Background: an optimization exercise with open tools, aiming at small area and few clock cycles per item. Do not read the settings as production practice. Only simulation tests tie the RTL to the original design; equivalence was not proved.

==> lagoon: inputs <==
==> flow/design.v <==
package tbs_pkg;
  localparam int CountMax = 65535;
  localparam logic [15:0] CntMax = 16'(CountMax);
  localparam logic [15:0] PosMax = 16'hFFFF;
  localparam logic [30:0] SumMax = 31'h7FFF_FFFF;
  localparam logic [14:0] LowestReset = 15'h7FFF;
  localparam logic [14:0] NormalLimitReset = 15'd464;
  localparam logic [14:0] WarningLimitReset = 15'd704;
  localparam logic [14:0] CriticalLimitReset = 15'd944;
  localparam logic [14:0] TripLevelReset = 15'd720;
  typedef enum logic [1:0] {
    CfgNormalLimit = 2'd0,
    CfgWarningLimit = 2'd1,
    CfgCriticalLimit = 2'd2,
    CfgTripLevel = 2'd3
  } cfg_idx_e;
  typedef enum logic {
    ActSample = 1'b0,
    ActClear = 1'b1
  } action_e;
  typedef struct packed {
    logic              action;
    logic signed [15:0] sample;
  } in_t;
  typedef struct packed {
    logic [14:0] min_seen;
    logic [14:0] max_seen;
    logic [30:0] total;
    logic [15:0] skipped_count;
    logic [15:0] normal_count;
    logic [15:0] warning_count;
    logic [15:0] critical_count;
    logic [15:0] shutdown_count;
    logic        trip_seen;
    logic [15:0] trip_index;
  } out_t;
  typedef struct packed {
    logic [14:0] normal_limit;
    logic [14:0] warning_limit;
    logic [14:0] critical_limit;
    logic [14:0] trip_level;
  } cfg_t;
  localparam out_t StatsReset = {
    LowestReset,   
    15'd0,         
    31'd0,         
    16'd0,         
    16'd0,         
    16'd0,         
    16'd0,         
    16'd0,         
    1'b0,          
    16'd0          
  };
endpackage
import tbs_pkg::*;
module tbs_cfg_regs (
  input  logic        clk_i,
  input  logic        rst_ni,
  input  logic        cfg_we_i,
  input  logic [1:0]  cfg_idx_i,
  input  logic [14:0] cfg_data_i,
  output tbs_pkg::cfg_t        cfg_o
);
  tbs_pkg::cfg_t cfg_d;
  tbs_pkg::cfg_t cfg_q;
  always_comb begin
    cfg_d = cfg_q;
    if (cfg_we_i) begin
      unique case (cfg_idx_i)
        CfgNormalLimit:   cfg_d.normal_limit = cfg_data_i;
        CfgWarningLimit:  cfg_d.warning_limit = cfg_data_i;
        CfgCriticalLimit: cfg_d.critical_limit = cfg_data_i;
        CfgTripLevel:     cfg_d.trip_level = cfg_data_i;
        default:          cfg_d = cfg_q;
      endcase
    end
  end
  always_ff @(posedge clk_i or negedge rst_ni) begin
    if (!rst_ni) begin
      cfg_q <= {NormalLimitReset, WarningLimitReset, CriticalLimitReset, TripLevelReset};
    end else begin
      cfg_q <= cfg_d;
    end
  end
  assign cfg_o = cfg_q;
endmodule
import tbs_pkg::*;
module tbs_stats (
  input  logic clk_i,
  input  logic rst_ni,
  input  logic accept_i,
  input  tbs_pkg::in_t  in_data_i,
  input  tbs_pkg::cfg_t cfg_i,
  output tbs_pkg::out_t res_o
);
  logic        fresh_q;
  logic [14:0] min_q, max_q;
  logic [14:0] total_lo_q;
  logic [15:0] total_hi_q;
  logic [15:0] skip_q, norm_q, warn_q, crit_q, shut_q;
  logic        trip_q;
  logic [15:0] pidx_q;
  logic        clr_a, skip_a, smp_a, wipe;
  logic [14:0] t;
  logic        in_normal, in_warning, in_critical, trip_hit;
  logic        lt_min, gt_max;
  function automatic logic le15(input logic [14:0] a, input logic [14:0] b);
    logic r;
    r = 1'b1;
    for (int i = 0; i < 15; i++) r = (!a[i] && b[i]) || (!a[i] && r) || (b[i] && r);
    le15 = r;
  endfunction
  function automatic logic [15:0] cnt_next(input logic [15:0] v, input logic en,
                                           input logic wp);
    logic g, c;
    g = en && !(&v);
    c = g;
    for (int i = 0; i < 16; i++) begin
      if (i == 8) c = g && (&v[7:0]);
      cnt_next[i] = (i == 0) ? (wp ? en : v[i] ^ c) : (!wp && (v[i] ^ c));
      c = c && v[i];
    end
  endfunction
  assign t      = in_data_i.sample[14:0];
  assign clr_a  = accept_i && in_data_i.action;
  assign skip_a = accept_i && !in_data_i.action && in_data_i.sample[15];
  assign smp_a  = accept_i && !in_data_i.action && !in_data_i.sample[15];
  assign wipe   = clr_a || fresh_q;
  assign in_normal   = le15(t, cfg_i.normal_limit);
  assign in_warning  = le15(t, cfg_i.warning_limit);
  assign in_critical = le15(t, cfg_i.critical_limit);
  assign trip_hit    = le15(cfg_i.trip_level, t);
  assign lt_min      = !le15(min_q, t);
  assign gt_max      = !le15(t, max_q);
  logic [14:0] addend, lo_sum;
  logic        lo_c, ovf;
  always_comb begin
    logic c, c0, c1;
    logic [14:8] s0, s1;
    addend = smp_a ? t : 15'd0;
    c = 1'b0;
    for (int i = 0; i < 8; i++) begin
      lo_sum[i] = total_lo_q[i] ^ addend[i] ^ c;
      c = (total_lo_q[i] && addend[i]) || (c && (total_lo_q[i] ^ addend[i]));
    end
    c0 = 1'b0;
    c1 = 1'b1;
    for (int i = 8; i < 15; i++) begin
      s0[i] = total_lo_q[i] ^ addend[i] ^ c0;
      c0 = (total_lo_q[i] && addend[i]) || (c0 && (total_lo_q[i] ^ addend[i]));
      s1[i] = total_lo_q[i] ^ addend[i] ^ c1;
      c1 = (total_lo_q[i] && addend[i]) || (c1 && (total_lo_q[i] ^ addend[i]));
    end
    lo_sum[14:8] = (s1 & {7{c}}) | (s0 & {7{!c}});
    lo_c = (c1 & c) | (c0 & !c);
  end
  assign ovf = lo_c && (&total_hi_q) && !fresh_q;
  logic [15:0] hi_next;
  always_comb begin
    logic g, c;
    g = lo_c && !(&total_hi_q);
    c = g;
    for (int i = 0; i < 16; i++) begin
      if (i == 4)  c = g && (&total_hi_q[3:0]);
      if (i == 8)  c = g && (&total_hi_q[7:0]);
      if (i == 12) c = g && (&total_hi_q[11:0]);
      hi_next[i] = (i == 0) ? (fresh_q ? 1'b0 : total_hi_q[i] ^ c)
                            : (!fresh_q && (total_hi_q[i] ^ c));
      c = c && total_hi_q[i];
    end
  end
  always_ff @(posedge clk_i or negedge rst_ni) begin
    if (!rst_ni) begin
      fresh_q    <= 1'b1;
      total_lo_q <= '0;
      trip_q     <= 1'b0;
    end else begin
      if (accept_i) fresh_q <= 1'b0;
      if (clr_a) begin
        total_lo_q <= '0;
        trip_q     <= 1'b0;
      end else begin
        total_lo_q <= lo_sum | {15{ovf}};
        trip_q     <= trip_q || (smp_a && trip_hit);
      end
    end
  end
  always_ff @(posedge clk_i) begin
    if (smp_a && (fresh_q || lt_min)) min_q <= t;
    else if (wipe)                    min_q <= LowestReset;
    if (smp_a && (fresh_q || gt_max)) max_q <= t;
    else if (wipe)                    max_q <= '0;
    total_hi_q <= clr_a ? '0 : hi_next;
    skip_q <= clr_a ? '0 : cnt_next(skip_q, skip_a, fresh_q);
    norm_q <= clr_a ? '0 : cnt_next(norm_q, smp_a && in_normal, fresh_q);
    warn_q <= clr_a ? '0 : cnt_next(warn_q, smp_a && !in_normal && in_warning, fresh_q);
    crit_q <= clr_a ? '0 : cnt_next(crit_q, smp_a && !in_normal && !in_warning && in_critical,
                                    fresh_q);
    shut_q <= clr_a ? '0 : cnt_next(shut_q, smp_a && !in_normal && !in_warning && !in_critical,
                                    fresh_q);
    pidx_q <= clr_a ? '0 : cnt_next(pidx_q, (skip_a || smp_a) && !trip_q &&
                                    !(smp_a && trip_hit), fresh_q);
  end
  assign res_o = {min_q, max_q, total_hi_q, total_lo_q,
                  skip_q, norm_q, warn_q, crit_q, shut_q, trip_q, pidx_q & {16{trip_q}}};
endmodule
import tbs_pkg::*;
module tbs_out_reg (
  input  logic clk_i,
  input  logic rst_ni,
  input  logic in_valid_i,
  output logic in_ready_o,
  output logic accept_o,
  output logic out_valid_o,
  input  logic out_ready_i
);
  logic out_valid_q;
  assign in_ready_o = !out_valid_q || out_ready_i;
  assign accept_o   = in_valid_i && in_ready_o;
  always_ff @(posedge clk_i or negedge rst_ni) begin
    if (!rst_ni) begin
      out_valid_q <= 1'b0;
    end else if (in_ready_o) begin
      out_valid_q <= in_valid_i;
    end
  end
  assign out_valid_o = out_valid_q;
endmodule
import tbs_pkg::*;
module temperature_band_statistics (
  input  logic         clk_i,
  input  logic         rst_ni,
  input  logic         in_valid_i,
  output logic         in_ready_o,
  input  logic [16:0]  in_data_i,
  output logic         out_valid_o,
  input  logic         out_ready_i,
  output logic [157:0] out_data_o,
  input  logic         cfg_we_i,
  input  logic [1:0]   cfg_idx_i,
  input  logic [14:0]  cfg_data_i
);
  tbs_pkg::cfg_t cfg;
  tbs_pkg::in_t  in_data;
  tbs_pkg::out_t res;
  logic accept;
  assign in_data    = in_data_i;
  assign out_data_o = res;
  tbs_cfg_regs u_cfg (
    .clk_i,
    .rst_ni,
    .cfg_we_i,
    .cfg_idx_i,
    .cfg_data_i,
    .cfg_o (cfg)
  );
  tbs_out_reg u_out (
    .clk_i,
    .rst_ni,
    .in_valid_i,
    .in_ready_o,
    .accept_o (accept),
    .out_valid_o,
    .out_ready_i
  );
  tbs_stats u_stats (
    .clk_i,
    .rst_ni,
    .accept_i  (accept),
    .in_data_i (in_data),
    .cfg_i     (cfg),
    .res_o     (res)
  );
endmodule
==> flow/flow/run.sh <==
#!/bin/bash
set -euo pipefail
HERE=$(pwd)
RES=$HERE/orfs/results/$FLOW_PLATFORM/temperature_band_statistics/base
YOSYS=${FLOW_HOME}/../tools/install/yosys/bin/yosys
[[ -x $YOSYS ]] || YOSYS=yosys

bash standard.sh synth > standard_synth.log 2>&1

cp $RES/1_2_yosys.v $HERE/synth_standard.v
LIB=${FLOW_HOME}/platforms/sky130hd/lib/sky130_fd_sc_hd__tt_025C_1v80.lib
sed -e "s|@LIB@|$LIB|g" -e "s|@IN@|$HERE/synth_standard.v|g" -e "s|@OUT@|$RES/1_2_yosys.v|g" \
    -e "s|@ABC@|$HERE/flow/area.abc|g" -e "s|@CONSTR@|$HERE/flow/abc.constr|g" \
    flow/remap.ys > remap_run.ys
$YOSYS -s remap_run.ys > remap.log 2>&1
rm -f $RES/1_synth.odb $RES/1_synth.sdc

export BUFFER_PORTS_ARGS="-buffer_cell sky130_fd_sc_hd__buf_1"
export CTS_ARGS="-sink_clustering_enable -repair_clock_nets -dont_use_dummy_load -buf_list sky130_fd_sc_hd__clkbuf_4 -sink_clustering_size 10 -sink_clustering_max_diameter 40"
bash standard.sh > standard_make.log 2>&1
==> flow/flow/abc.constr <==
set_driving_cell sky130_fd_sc_hd__buf_1
set_load 5
==> flow/flow/area.abc <==
strash
dc2
rewrite -z
refactor -z
&get -n
&dch -f
&nf -R 1000
&put
==> flow/flow/remap.ys <==
# Map the combinational logic of the standard synthesis again; registers stay as they are.
read_liberty -ignore_miss_func @LIB@
read_verilog @IN@
hierarchy -check -top temperature_band_statistics
blackbox sky130_fd_sc_hd__df* sky130_fd_sc_hd__edf* sky130_fd_sc_hd__sdf* sky130_fd_sc_hd__dl*
flatten
rename -hide w:*.*
opt_clean
opt -fast
abc -script @ABC@ -liberty @LIB@ -dont_use *lpflow* -dont_use *probe_p* -dont_use *probec_p* -constr @CONSTR@ -D 4000
setundef -zero
splitnets
opt_clean -purge
hilomap -singleton -hicell sky130_fd_sc_hd__conb_1 HI -locell sky130_fd_sc_hd__conb_1 LO
insbuf -buf sky130_fd_sc_hd__buf_4 A X
opt_clean -purge
rename -hide w:*$func$*
stat -liberty @LIB@
write_verilog -noattr -nohex -nodec @OUT@
==> flow/standard.sh <==
#!/bin/bash
# synth_recipe.tcl (not shown) runs the flow's synth.tcl, then flattens the netlist and writes it again
# the make line also repeats each setting of config.mk as NAME=value (left out here)
make -C /OpenROAD-flow-scripts/flow DESIGN_CONFIG=/design/flow/config.mk WORK_HOME=/design/flow/orfs CLKGATE_MAP_FILE= SYNTH_SCRIPT=/design/flow/synth_recipe.tcl "${@:-finish}"
==> flow/config.mk <==
export PLATFORM = sky130hd
export DESIGN_NAME = temperature_band_statistics
export DESIGN_NICKNAME = temperature_band_statistics
export VERILOG_FILES = /design/flow/design.v
export SDC_FILE = /design/flow/constraint.sdc
export NUM_CORES = 4
export LEC_CHECK = 0
export CAP_MARGIN = 20
export CORE_MARGIN = 2
export CORE_UTILIZATION = 65
export SLEW_MARGIN = 20
==> flow/constraint.sdc <==
create_clock -name core_clock -period 6.0 [get_ports {clk_i}]
set_input_delay 1.2000 -clock core_clock [delete_from_list [all_inputs] [get_ports {clk_i}]]
set_output_delay 1.2000 -clock core_clock [all_outputs]
set_load 0.01 [all_outputs]
==> inputs of willow, as changes to lagoon <==
--- a/flow/flow/run.sh
+++ b/flow/flow/run.sh
@@ -18,3 +18,3 @@
 export BUFFER_PORTS_ARGS="-buffer_cell sky130_fd_sc_hd__buf_1"
-export CTS_ARGS="-sink_clustering_enable -repair_clock_nets -dont_use_dummy_load -buf_list sky130_fd_sc_hd__clkbuf_4 -sink_clustering_size 10 -sink_clustering_max_diameter 40"
+export CTS_ARGS="-sink_clustering_enable -repair_clock_nets -dont_use_dummy_load -buf_list sky130_fd_sc_hd__clkbuf_8 -sink_clustering_size 30 -sink_clustering_max_diameter 40"
 bash standard.sh > standard_make.log 2>&1
==> flow/flow/area.abc (replaced) <==
strash
dc2
&get -n
&dch -f
&nf -R 1000
&put
- CORE_UTILIZATION: 65 -> 40
==> inputs of garnet, as changes to lagoon <==
--- a/flow/flow/run.sh
+++ b/flow/flow/run.sh
@@ -18,3 +18,3 @@
 export BUFFER_PORTS_ARGS="-buffer_cell sky130_fd_sc_hd__buf_1"
-export CTS_ARGS="-sink_clustering_enable -repair_clock_nets -dont_use_dummy_load -buf_list sky130_fd_sc_hd__clkbuf_4 -sink_clustering_size 10 -sink_clustering_max_diameter 40"
+export CTS_ARGS="-sink_clustering_enable -repair_clock_nets -dont_use_dummy_load -buf_list sky130_fd_sc_hd__clkbuf_8 -sink_clustering_size 20 -sink_clustering_max_diameter 60"
 bash standard.sh > standard_make.log 2>&1
==> flow/flow/area.abc (replaced) <==
strash
&get -n
&dch -f
&nf -R 1000
&put
- CORE_UTILIZATION: 65 -> 40
==> notes.md <==
status finished clean; Max Freq 0.210 GHz; area of the multi-input gates roughly 4600 µm²; CP peak stage delay 0.38 ns; CP bufs+invs 4; crit-path most repeated cell o21ai_0
(the above is from garnet)
==> notes.md <==
crit-path most repeated cell nor2_1; status finished clean; CP bufs+invs 1; Max Freq 0.187 GHz; area of the multi-input gates about 4400 µm²
(the above is from lagoon)
==> notes.md <==
status finished clean; CP bufs+invs 4; crit-path most repeated cell maj3_1; CP peak stage delay 0.38 ns; area of the multi-input gates 4380 µm²
(the above is from willow)
Testbench counts of lagoon, summed over its fixed seeds: cycles 32,008, items 32,000.
Testbench counts of willow, summed over its fixed seeds: cycles 32,008, items 32,000.
Testbench counts of garnet, summed over its fixed seeds: cycles 32,008, items 32,000.

## re-timing with driven ports
No port has a modelled driver above. Below, the same layouts with a new extraction and two added sets of constraints.
Step 1 sets driving cells, clkbuf_16 on the clock port and buf_2 on the other inputs (assumed; they add their load-dependent delay and slew).
Step 2 moves the port delays by t, midway between the first and last clock arrival at a register: inputs arrive t later, outputs are due t later. That takes back most of the time a late clock gives input paths.
Three values: ideal ports, drivers, drivers and shift; two values: the first two.
run | shift t [ns] | setup WS [ns] | clock arrival spread, ns | worst register clock-pin slew, ns
lagoon | 0.676 | 0.658 / 0.677 / 0.000 | 0.053 / 0.053 | 0.11 / 0.11
willow | 0.544 | 0.599 / 0.620 / 0.076 | 0.068 / 0.068 | 0.08 / 0.08
garnet | 0.565 | 1.239 / 1.226 / 0.661 | 0.053 / 0.053 | 0.12 / 0.12
The setup slack of lagoon, which loses most, moves by +0.019 ns with the drivers and by -0.658 ns with both steps.
